This design comes from an exercise in tuning for small area, a short achievable clock period and few clock cycles per item on the open sky130 flow, not from production work. At most, simulation tests tie the RTL to the original design; equivalence was not proved. Power is estimated from default activity; no workload was simulated.

==> job 7447: inputs <==
==> flow/design.v <==
    localparam logic [3:0] MD_MUL    = 4'd0;
    localparam logic [3:0] MD_MULH   = 4'd1;
    localparam logic [3:0] MD_MULHSU = 4'd2;
    localparam logic [3:0] MD_MULHU  = 4'd3;
    localparam logic [3:0] MD_DIV    = 4'd4;
    localparam logic [3:0] MD_DIVU   = 4'd5;
    localparam logic [3:0] MD_REM    = 4'd6;
    localparam logic [3:0] MD_REMU   = 4'd7;
    localparam logic [3:0] MD_MULW   = 4'd8;
    localparam logic [3:0] MD_DIVW   = 4'd9;
    localparam logic [3:0] MD_DIVUW  = 4'd10;
    localparam logic [3:0] MD_REMW   = 4'd11;
    localparam logic [3:0] MD_REMUW  = 4'd12;
module md_sign_fix
(
    input  logic [63:0] hi,
    input  logic [63:0] lo,
    input  logic        sel_hi,
    input  logic        hi_zero,
    input  logic        hi_ones,
    input  logic        word,
    output logic [63:0] result
);
    logic [63:0] sel;
    always_comb begin
        sel    = sel_hi ? ((hi & {64{~hi_zero}}) | {64{hi_ones}}) : lo;
        result = word ? {{32{sel[31]}}, sel[31:0]} : sel;
    end
endmodule
module md_exec_unit
(
    input  logic               clk,
    input  logic               reset,
    input  logic               req_valid,
    input  logic [3:0]         op,
    input  logic [63:0]        srca,
    input  logic [63:0]        srcb,
    input  logic               hold,
    input  logic               flush,
    output logic               exe_is_waiting,
    output logic               result_valid,
    output logic [63:0]        result
);
    localparam logic [3:0] MD_MUL    = 4'd0;
    localparam logic [3:0] MD_MULH   = 4'd1;
    localparam logic [3:0] MD_MULHSU = 4'd2;
    localparam logic [3:0] MD_MULHU  = 4'd3;
    localparam logic [3:0] MD_DIV    = 4'd4;
    localparam logic [3:0] MD_DIVU   = 4'd5;
    localparam logic [3:0] MD_REM    = 4'd6;
    localparam logic [3:0] MD_REMU   = 4'd7;
    localparam logic [3:0] MD_MULW   = 4'd8;
    localparam logic [3:0] MD_DIVW   = 4'd9;
    localparam logic [3:0] MD_DIVUW  = 4'd10;
    localparam logic [3:0] MD_REMW   = 4'd11;
    localparam logic [3:0] MD_REMUW  = 4'd12;
    logic s_aln, s_mul, s_div, s_res, s_fix, s_done;
    logic idle;
    logic [63:0] H;
    logic [64:0] L;
    logic [64:0] X;
    logic [5:0]  cnt;
    logic        cq;        
    logic [6:0]  lza_q, lzb_q;
    logic        f_mul, f_word, f_hi, f_neg, f_na, f_nb, f_swap, f_rem, f_qz, f_qo;
    logic        f_negx, f_negm;
    logic        c_mul, c_sel4, c_sel2, c_sel1, c_inv0, c_inv1, c_en1, c_cin, c_cin2;
    logic [1:0]  c_lo;
    assign idle = ~(s_aln | s_mul | s_div | s_res | s_fix | s_done);
    logic        is_md, word, is_mul, is_rem, sa, sb, hi_sel;
    logic [63:0] ea, eb, ia, ib;
    logic        na, nb, accept, swap, bz, dsmall, fast;
    logic [6:0]  lza, lzb;
    md_lzc64 u_lza (.v(ia), .lz(lza));
    md_lzc64 u_lzb (.v(ib), .lz(lzb));
    always_comb begin
        is_md = ~(op[3] & op[2] & (op[1] | op[0]));
        word  = op[3];
        is_mul = 1'b0; is_rem = 1'b0; sa = 1'b0; sb = 1'b0; hi_sel = 1'b0;
        case (op)
            MD_MUL:    begin is_mul = 1'b1; sa = 1'b1; sb = 1'b1; end
            MD_MULH:   begin is_mul = 1'b1; sa = 1'b1; sb = 1'b1; hi_sel = 1'b1; end
            MD_MULHSU: begin is_mul = 1'b1; sa = 1'b1; hi_sel = 1'b1; end
            MD_MULHU:  begin is_mul = 1'b1; hi_sel = 1'b1; end
            MD_DIV:    begin sa = 1'b1; sb = 1'b1; hi_sel = 1'b1; end
            MD_DIVU:   begin hi_sel = 1'b1; end
            MD_REM:    begin sa = 1'b1; sb = 1'b1; is_rem = 1'b1; end
            MD_REMU:   begin is_rem = 1'b1; end
            MD_MULW:   begin is_mul = 1'b1; sa = 1'b1; sb = 1'b1; end
            MD_DIVW:   begin sa = 1'b1; sb = 1'b1; hi_sel = 1'b1; end
            MD_DIVUW:  begin hi_sel = 1'b1; end
            MD_REMW:   begin sa = 1'b1; sb = 1'b1; is_rem = 1'b1; end
            MD_REMUW:  begin is_rem = 1'b1; end
            default:   ;
        endcase
        ea = word ? {{32{sa & srca[31]}}, srca[31:0]} : srca;
        eb = word ? {{32{sb & srcb[31]}}, srcb[31:0]} : srcb;
        na = sa & ea[63];
        nb = sb & eb[63];
        ia = ea ^ {64{na}};
        ib = eb ^ {64{nb}};
        swap = lza < lzb;
        bz    = (eb == 64'd0);
        dsmall = ({1'b0, lzb} + {7'd0, na}) < {1'b0, lza};
        fast  = ~is_mul & (bz | dsmall);
        accept = idle & req_valid & is_md & ~flush;
    end
    logic        last;
    logic [66:0] r0, r1, r2, cs_s;
    logic [67:0] cs_c;
    logic [66:0] sum;
    logic [63:0] inc_in, inc_add, inc_out;
    logic        q;
    always_comb begin
        last = (cnt == 6'd0);
        r0 = c_mul ? {1'b0, L[63:0], c_lo} : ({{2{L[64]}}, L} ^ {67{c_inv0}});
        r1 = ({1'b0, X[63:0], 2'b00} & {67{c_sel4}})
           | ({2'b00, X[63:0], 1'b0} & {67{c_sel2}})
           | (({{2{X[64]}}, X} ^ {67{c_inv1}}) & {67{c_en1}});
        r2 = {3'b000, X[63:0]} & {67{c_sel1}};
        cs_s = r0 ^ r1 ^ r2;
        cs_c = {(r0 & r1) | (r0 & r2) | (r1 & r2), c_cin2};
        sum  = cs_s + cs_c[66:0] + {66'd0, c_cin};
        q    = ~sum[64];
        inc_in  = s_fix ? ~H : H;
        inc_add = s_fix ? {63'd0, ~f_mul | (L[63:0] == 64'd0)} : {61'd0, cq, 2'b00};
        inc_out = inc_in + inc_add;
    end
    logic [6:0]  lzm;
    logic [5:0]  shm, shd, sh;
    logic [7:0]  dd;
    logic [64:0] bin, bsh;
    always_comb begin
        lzm = f_swap ? lzb_q : lza_q;
        shm = (lzm >= 7'd62) ? 6'd62 : {lzm[5:1], 1'b0};
        dd  = {1'b0, lzb_q} - {1'b0, lza_q} + {7'd0, f_na};
        if (dd[6:0] > lzb_q)     shd = (lzb_q >= 7'd63) ? 6'd63 : lzb_q[5:0];
        else if (dd[6])          shd = 6'd63;
        else                     shd = dd[5:0];
        sh  = f_mul ? shm : shd;
        bin = (f_mul & ~f_swap) ? {1'b0, H} : X;
        bsh = bin << sh;
    end
    logic mul_end, div_end, fix_need, res_need;
    logic n_aln, n_mul, n_div, n_res, n_fix, n_done;
    always_comb begin
        mul_end  = s_mul & last;
        div_end  = s_div & last;
        fix_need = f_rem ? (sum[64] | f_na) : f_neg;
        res_need = f_hi & sum[66];
        n_aln  = accept & ~fast;
        n_mul  = (s_aln & f_mul) | (s_mul & ~last);
        n_div  = (s_aln & ~f_mul) | (s_div & ~last);
        n_res  = mul_end & res_need;
        n_fix  = (mul_end & ~res_need & f_neg) | (s_res & f_neg) | (div_end & fix_need);
        n_done = (accept & fast)
               | (mul_end & ~res_need & ~f_neg)
               | (s_res & ~f_neg)
               | (div_end & ~fix_need)
               | s_fix
               | (s_done & hold);
        if (flush) begin
            n_aln = 1'b0; n_mul = 1'b0; n_div = 1'b0;
            n_res = 1'b0; n_fix = 1'b0; n_done = 1'b0;
        end
    end
    logic [2:0] dig_n;
    logic       ln;
    always_comb begin
        if (s_aln) begin
            ln    = (lzm >= 7'd62) & f_negm;
            dig_n = {1'b0, bsh[63:62]} + {2'b00, ln};
        end else begin
            ln    = (cnt == 6'd1) & f_negm;
            dig_n = {1'b0, H[61:60]} + {2'b00, ln};
        end
    end
    always_ff @(posedge clk) begin
        c_mul  <= n_mul;
        c_sel4 <= n_mul & dig_n[2];
        c_sel2 <= n_mul & dig_n[1];
        c_sel1 <= n_mul & dig_n[0];
        c_lo   <= (n_mul & f_negx) ? (dig_n[2] ? 2'b11 : dig_n[1:0]) : 2'b00;
        c_inv0 <= 1'b0; c_inv1 <= 1'b0; c_en1 <= 1'b0; c_cin <= 1'b0; c_cin2 <= 1'b0;
        if (n_aln) begin
            c_inv0 <= na;
            c_cin  <= na;
        end else if (n_mul) begin
            c_cin  <= f_negx & dig_n[2];
        end else if (n_div) begin
            c_en1  <= 1'b1;
            c_inv1 <= (s_div ? ~sum[64] : 1'b1) ^ f_nb;
            c_cin  <= (s_div ? ~sum[64] : 1'b1) ^ f_nb;
        end else if (n_fix & div_end & sum[64]) begin
            c_inv0 <= f_na;
            c_inv1 <= f_nb ^ f_na;
            c_en1  <= 1'b1;
            c_cin  <= f_nb | f_na;
            c_cin2 <= f_na & ~f_nb;
        end else begin
            c_inv0 <= 1'b1;
            c_cin  <= 1'b1;
        end
    end
    always_ff @(posedge clk or negedge reset) begin
        if (!reset) begin
            s_aln <= 1'b0; s_mul <= 1'b0; s_div <= 1'b0;
            s_res <= 1'b0; s_fix <= 1'b0; s_done <= 1'b0;
        end else begin
            s_aln <= n_aln; s_mul <= n_mul; s_div <= n_div;
            s_res <= n_res; s_fix <= n_fix; s_done <= n_done;
        end
    end
    always_ff @(posedge clk) begin
        if (accept) begin
            H       <= ia;
            L       <= {1'b0, ea};
            X       <= {nb & ~is_mul, is_mul ? ib : eb};
            lza_q   <= lza;
            lzb_q   <= lzb;
            f_mul   <= is_mul;
            f_word  <= word;
            f_hi    <= hi_sel;
            f_rem   <= is_rem;
            f_na    <= na;
            f_nb    <= nb;
            f_qz    <= ~is_mul & dsmall & ~bz;
            f_qo    <= ~is_mul & bz;
            f_swap  <= swap;
            f_negm  <= swap ? nb : na;
            f_negx  <= swap ? na : nb;
            f_neg   <= is_rem ? na : (na ^ nb);
        end else if (s_aln) begin
            if (f_mul) begin
                H   <= bsh[63:0];
                if (f_swap) X <= {1'b0, H};
                L   <= '0;
                cq  <= 1'b0;
                cnt <= 6'd31 - {1'b0, shm[5:1]};
            end else begin
                X   <= bsh;
                L   <= {1'b0, sum[63:0]};
                H   <= '0;
                cnt <= shd;
            end
        end else if (s_mul) begin
            H       <= {inc_out[61:0], sum[65:64]};
            L       <= {1'b0, sum[63:0]};
            cq      <= sum[66];
            cnt     <= cnt - 6'd1;
        end else if (s_div) begin
            L   <= sum[64:0];
            H   <= {H[62:0], q};
            if (!last) X <= {X[64], X[64:1]};
            cnt <= cnt - 6'd1;
        end else if (s_res) begin
            H   <= inc_out;
        end else if (s_fix) begin
            if (f_hi) H <= inc_out;
            else      L <= {1'b0, sum[63:0]};
        end
    end
    assign exe_is_waiting = (reset & req_valid & is_md & idle)
                          | s_aln | s_mul | s_div | s_res | s_fix;
    assign result_valid   = s_done;
    md_sign_fix u_out (
        .hi     (H),
        .lo     (L[63:0]),
        .sel_hi (f_hi),
        .hi_zero(f_qz),
        .hi_ones(f_qo),
        .word   (f_word),
        .result (result)
    );
endmodule
module md_lzc64
(
    input  logic [63:0] v,
    output logic [6:0]  lz
);
    logic [31:0] v1;  logic [31:0] p1;
    logic [15:0] v2;  logic [31:0] p2;
    logic [7:0]  v3;  logic [23:0] p3;
    logic [3:0]  v4;  logic [15:0] p4;
    logic [1:0]  v5;  logic [9:0]  p5;
    logic        v6;  logic [5:0]  p6;
    always_comb begin
        for (int i = 0; i < 32; i++) begin
            v1[i] = v[2*i+1] | v[2*i];
            p1[i] = ~v[2*i+1];
        end
        for (int i = 0; i < 16; i++) begin
            v2[i] = v1[2*i+1] | v1[2*i];
            p2[2*i +: 2] = v1[2*i+1] ? {1'b0, p1[2*i+1]} : {1'b1, p1[2*i]};
        end
        for (int i = 0; i < 8; i++) begin
            v3[i] = v2[2*i+1] | v2[2*i];
            p3[3*i +: 3] = v2[2*i+1] ? {1'b0, p2[2*(2*i+1) +: 2]} : {1'b1, p2[2*(2*i) +: 2]};
        end
        for (int i = 0; i < 4; i++) begin
            v4[i] = v3[2*i+1] | v3[2*i];
            p4[4*i +: 4] = v3[2*i+1] ? {1'b0, p3[3*(2*i+1) +: 3]} : {1'b1, p3[3*(2*i) +: 3]};
        end
        for (int i = 0; i < 2; i++) begin
            v5[i] = v4[2*i+1] | v4[2*i];
            p5[5*i +: 5] = v4[2*i+1] ? {1'b0, p4[4*(2*i+1) +: 4]} : {1'b1, p4[4*(2*i) +: 4]};
        end
        v6 = v5[1] | v5[0];
        p6 = v5[1] ? {1'b0, p5[9:5]} : {1'b1, p5[4:0]};
        lz = v6 ? {1'b0, p6} : 7'd64;
    end
endmodule
==> flow/run.sh <==
#!/bin/bash
# synth_recipe.tcl (not shown) runs the flow's synth.tcl, then flattens the netlist and writes it again
# the make line also repeats each setting of config.mk as NAME=value (left out here)
make -C /OpenROAD-flow-scripts/flow DESIGN_CONFIG=/design/flow/config.mk WORK_HOME=/design/flow/orfs CLKGATE_MAP_FILE= SYNTH_SCRIPT=/design/flow/synth_recipe.tcl finish
==> flow/config.mk <==
export PLATFORM = sky130hd
export DESIGN_NAME = md_exec_unit
export DESIGN_NICKNAME = md_exec_unit
export VERILOG_FILES = /design/flow/design.v
export SDC_FILE = /design/flow/constraint.sdc
export NUM_CORES = 4
export LEC_CHECK = 0
export CAP_MARGIN = 20
export CORE_MARGIN = 2
export CORE_UTILIZATION = 40
export SETUP_SLACK_MARGIN = 1.0
export SLEW_MARGIN = 20
==> flow/constraint.sdc <==
create_clock -name core_clock -period 5.5 [get_ports {clk}]
set_input_delay 1.1000 -clock core_clock [delete_from_list [all_inputs] [get_ports {clk}]]
set_output_delay 1.1000 -clock core_clock [all_outputs]
set_load 0.01 [all_outputs]
==> job 3666 (differences from job 7447) <==
--- a/flow/design.v
+++ b/flow/design.v
@@ -63,3 +63,5 @@
     logic        cq;        
-    logic [6:0]  lza_q, lzb_q;
+    logic [7:0]  dd_q;
+    logic [5:0]  shm_q;
+    logic        k1_q;      
     logic        f_mul, f_word, f_hi, f_neg, f_na, f_nb, f_swap, f_rem, f_qz, f_qo;
@@ -72,3 +74,7 @@
     logic        na, nb, accept, swap, bz, dsmall, fast;
+    logic [7:0]  nza, nzb;
     logic [6:0]  lza, lzb;
+    logic [7:0]  dd;
+    logic [6:0]  lzm;
+    logic [5:0]  shm;
     md_lzc64 u_lza (.v(ia), .lz(lza));
@@ -101,6 +107,17 @@
         ib = eb ^ {64{nb}};
-        swap = lza < lzb;
         bz    = (eb == 64'd0);
-        dsmall = ({1'b0, lzb} + {7'd0, na}) < {1'b0, lza};
+        for (int i = 0; i < 8; i++) begin
+            nza[i] = |ia[8*i +: 8];
+            nzb[i] = |ib[8*i +: 8];
+        end
+        swap = 1'b0;
+        for (int i = 0; i < 8; i++)
+            if (nza[i] && ((nzb >> i) == 8'd0)) swap = 1'b1;
+        dsmall = 1'b0;
+        for (int i = 1; i < 8; i++)
+            if (nzb[i] && ((nza >> (na ? i - 1 : i)) == 8'd0)) dsmall = 1'b1;
         fast  = ~is_mul & (bz | dsmall);
+        dd    = {1'b0, lzb} - {1'b0, lza} + {7'd0, na};
+        lzm   = swap ? lzb : lza;
+        shm   = (lzm >= 7'd62) ? 6'd62 : {lzm[5:1], 1'b0};
         accept = idle & req_valid & is_md & ~flush;
@@ -117,5 +134,5 @@
         r1 = ({1'b0, X[63:0], 2'b00} & {67{c_sel4}})
-           | ({2'b00, X[63:0], 1'b0} & {67{c_sel2}})
+           | ({2'b00, X[63:0], 1'b0} & {67{c_sel2}});
+        r2 = ({3'b000, X[63:0]} & {67{c_sel1}})
            | (({{2{X[64]}}, X} ^ {67{c_inv1}}) & {67{c_en1}});
-        r2 = {3'b000, X[63:0]} & {67{c_sel1}};
         cs_s = r0 ^ r1 ^ r2;
@@ -125,17 +142,10 @@
         inc_in  = s_fix ? ~H : H;
-        inc_add = s_fix ? {63'd0, ~f_mul | (L[63:0] == 64'd0)} : {61'd0, cq, 2'b00};
-        inc_out = inc_in + inc_add;
+        inc_add = s_fix ? 64'd1 : 64'd4;
+        inc_out = (s_fix ? (~f_mul | (L[63:0] == 64'd0)) : cq) ? (inc_in + inc_add) : inc_in;
     end
-    logic [6:0]  lzm;
-    logic [5:0]  shm, shd, sh;
-    logic [7:0]  dd;
+    logic [5:0]  shd, sh;
     logic [64:0] bin, bsh;
     always_comb begin
-        lzm = f_swap ? lzb_q : lza_q;
-        shm = (lzm >= 7'd62) ? 6'd62 : {lzm[5:1], 1'b0};
-        dd  = {1'b0, lzb_q} - {1'b0, lza_q} + {7'd0, f_na};
-        if (dd[6:0] > lzb_q)     shd = (lzb_q >= 7'd63) ? 6'd63 : lzb_q[5:0];
-        else if (dd[6])          shd = 6'd63;
-        else                     shd = dd[5:0];
-        sh  = f_mul ? shm : shd;
+        shd = dd_q[6] ? 6'd63 : dd_q[5:0];
+        sh  = f_mul ? shm_q : shd;
         bin = (f_mul & ~f_swap) ? {1'b0, H} : X;
@@ -152,3 +162,3 @@
         n_mul  = (s_aln & f_mul) | (s_mul & ~last);
-        n_div  = (s_aln & ~f_mul) | (s_div & ~last);
+        n_div  = (s_aln & ~f_mul & ~dd_q[7]) | (s_div & ~last);
         n_res  = mul_end & res_need;
@@ -156,2 +166,3 @@
         n_done = (accept & fast)
+               | (s_aln & ~f_mul & dd_q[7])
                | (mul_end & ~res_need & ~f_neg)
@@ -170,3 +181,3 @@
         if (s_aln) begin
-            ln    = (lzm >= 7'd62) & f_negm;
+            ln    = k1_q & f_negm;
             dig_n = {1'b0, bsh[63:62]} + {2'b00, ln};
@@ -218,4 +229,5 @@
             X       <= {nb & ~is_mul, is_mul ? ib : eb};
-            lza_q   <= lza;
-            lzb_q   <= lzb;
+            dd_q    <= dd;
+            shm_q   <= shm;
+            k1_q    <= (lzm >= 7'd62);
             f_mul   <= is_mul;
@@ -238,3 +250,5 @@
                 cq  <= 1'b0;
-                cnt <= 6'd31 - {1'b0, shm[5:1]};
+                cnt <= 6'd31 - {1'b0, shm_q[5:1]};
+            end else if (dd_q[7]) begin
+                f_qz <= 1'b1;
             end else begin
CORE_UTILIZATION = 50   (was 40)
TNS_END_PERCENT = 10   (was unset)
==> summary of the runs <==
Against job 3666, the power of job 7447 is larger by 65%. Worst setup slack: job 3666 is higher than job 7447 (1.1 ns). Between job 7447 and job 3666, the lower global-route usage is in job 7447 (gap 10 points). In job 7447 the sequential power is larger than in job 3666, by about 7%. Job 3666 completed without violations. Job 7447 finished but failed the layout checks on negative setup slack. Of job 7447 and job 3666, job 3666 has the higher sequential share of layout area (gap 2.6 points).
==> figures <==
Result of the run: job 3666 no timing/DRC/antenna violations; job 7447 finished with violations
Reasons for failing layout checks: job 3666 -; job 7447 negative setup slack
Length of routed met2 wiring: job 3666 82300 um; job 7447 94600 um
Met1 wire length: job 3666 73400 um; job 7447 82600 um
Timing endpoint of the critical path: job 3666 cq; job 7447 c_cin
Sequential portion of the cell area: job 3666 0.162; job 7447 0.136
Total routed wirelength: job 3666 214000 um; job 7447 220000 um
Hold Crit Start: job 3666 L[64]; job 7447 f_negx
Total number of multi-input combinational cells: job 3666 3877; job 7447 3961
Buffer count excluding the clock tree in the final layout: job 3666 788; job 7447 1378
Area enclosed by the die boundary: job 3666 73600 um^2; job 7447 93500 um^2
Syn-to-layout area delta: job 3666 24.5%; job 7447 45.1%
Testbench counts of job 3666, summed over its fixed seeds: cycles 29,554, ops 2,400.
Only the layout flow was run in job 7447; the RTL was not checked for function there.

==> re-timing with driven ports <==
The results above use ideal ports. As a check the final layouts listed here were re-extracted and re-timed, cells and wires unchanged.
Step 1, drivers: a clkbuf_16 drives clk and a buf_2 each remaining input, both assumed.
Step 2 times the ports against the registers' clock, not the clock port: input delays grow and output delays shrink by t, the midpoint of the rising clock arrivals with the driver on.
Slacks: no drivers / after step 1 / after step 2; pairs: no drivers / after step 1.
run	t (ns)	slack for setup (ns)	pins driven straight from the clock port
job 7447	0.649	-0.431 / -0.431 / -0.431	1
job 3666	0.639	0.638 / 0.638 / 0.152	1
For job 3666, which loses most, drivers alone change the setup slack by 0.000 ns; drivers and shift together by -0.486 ns.
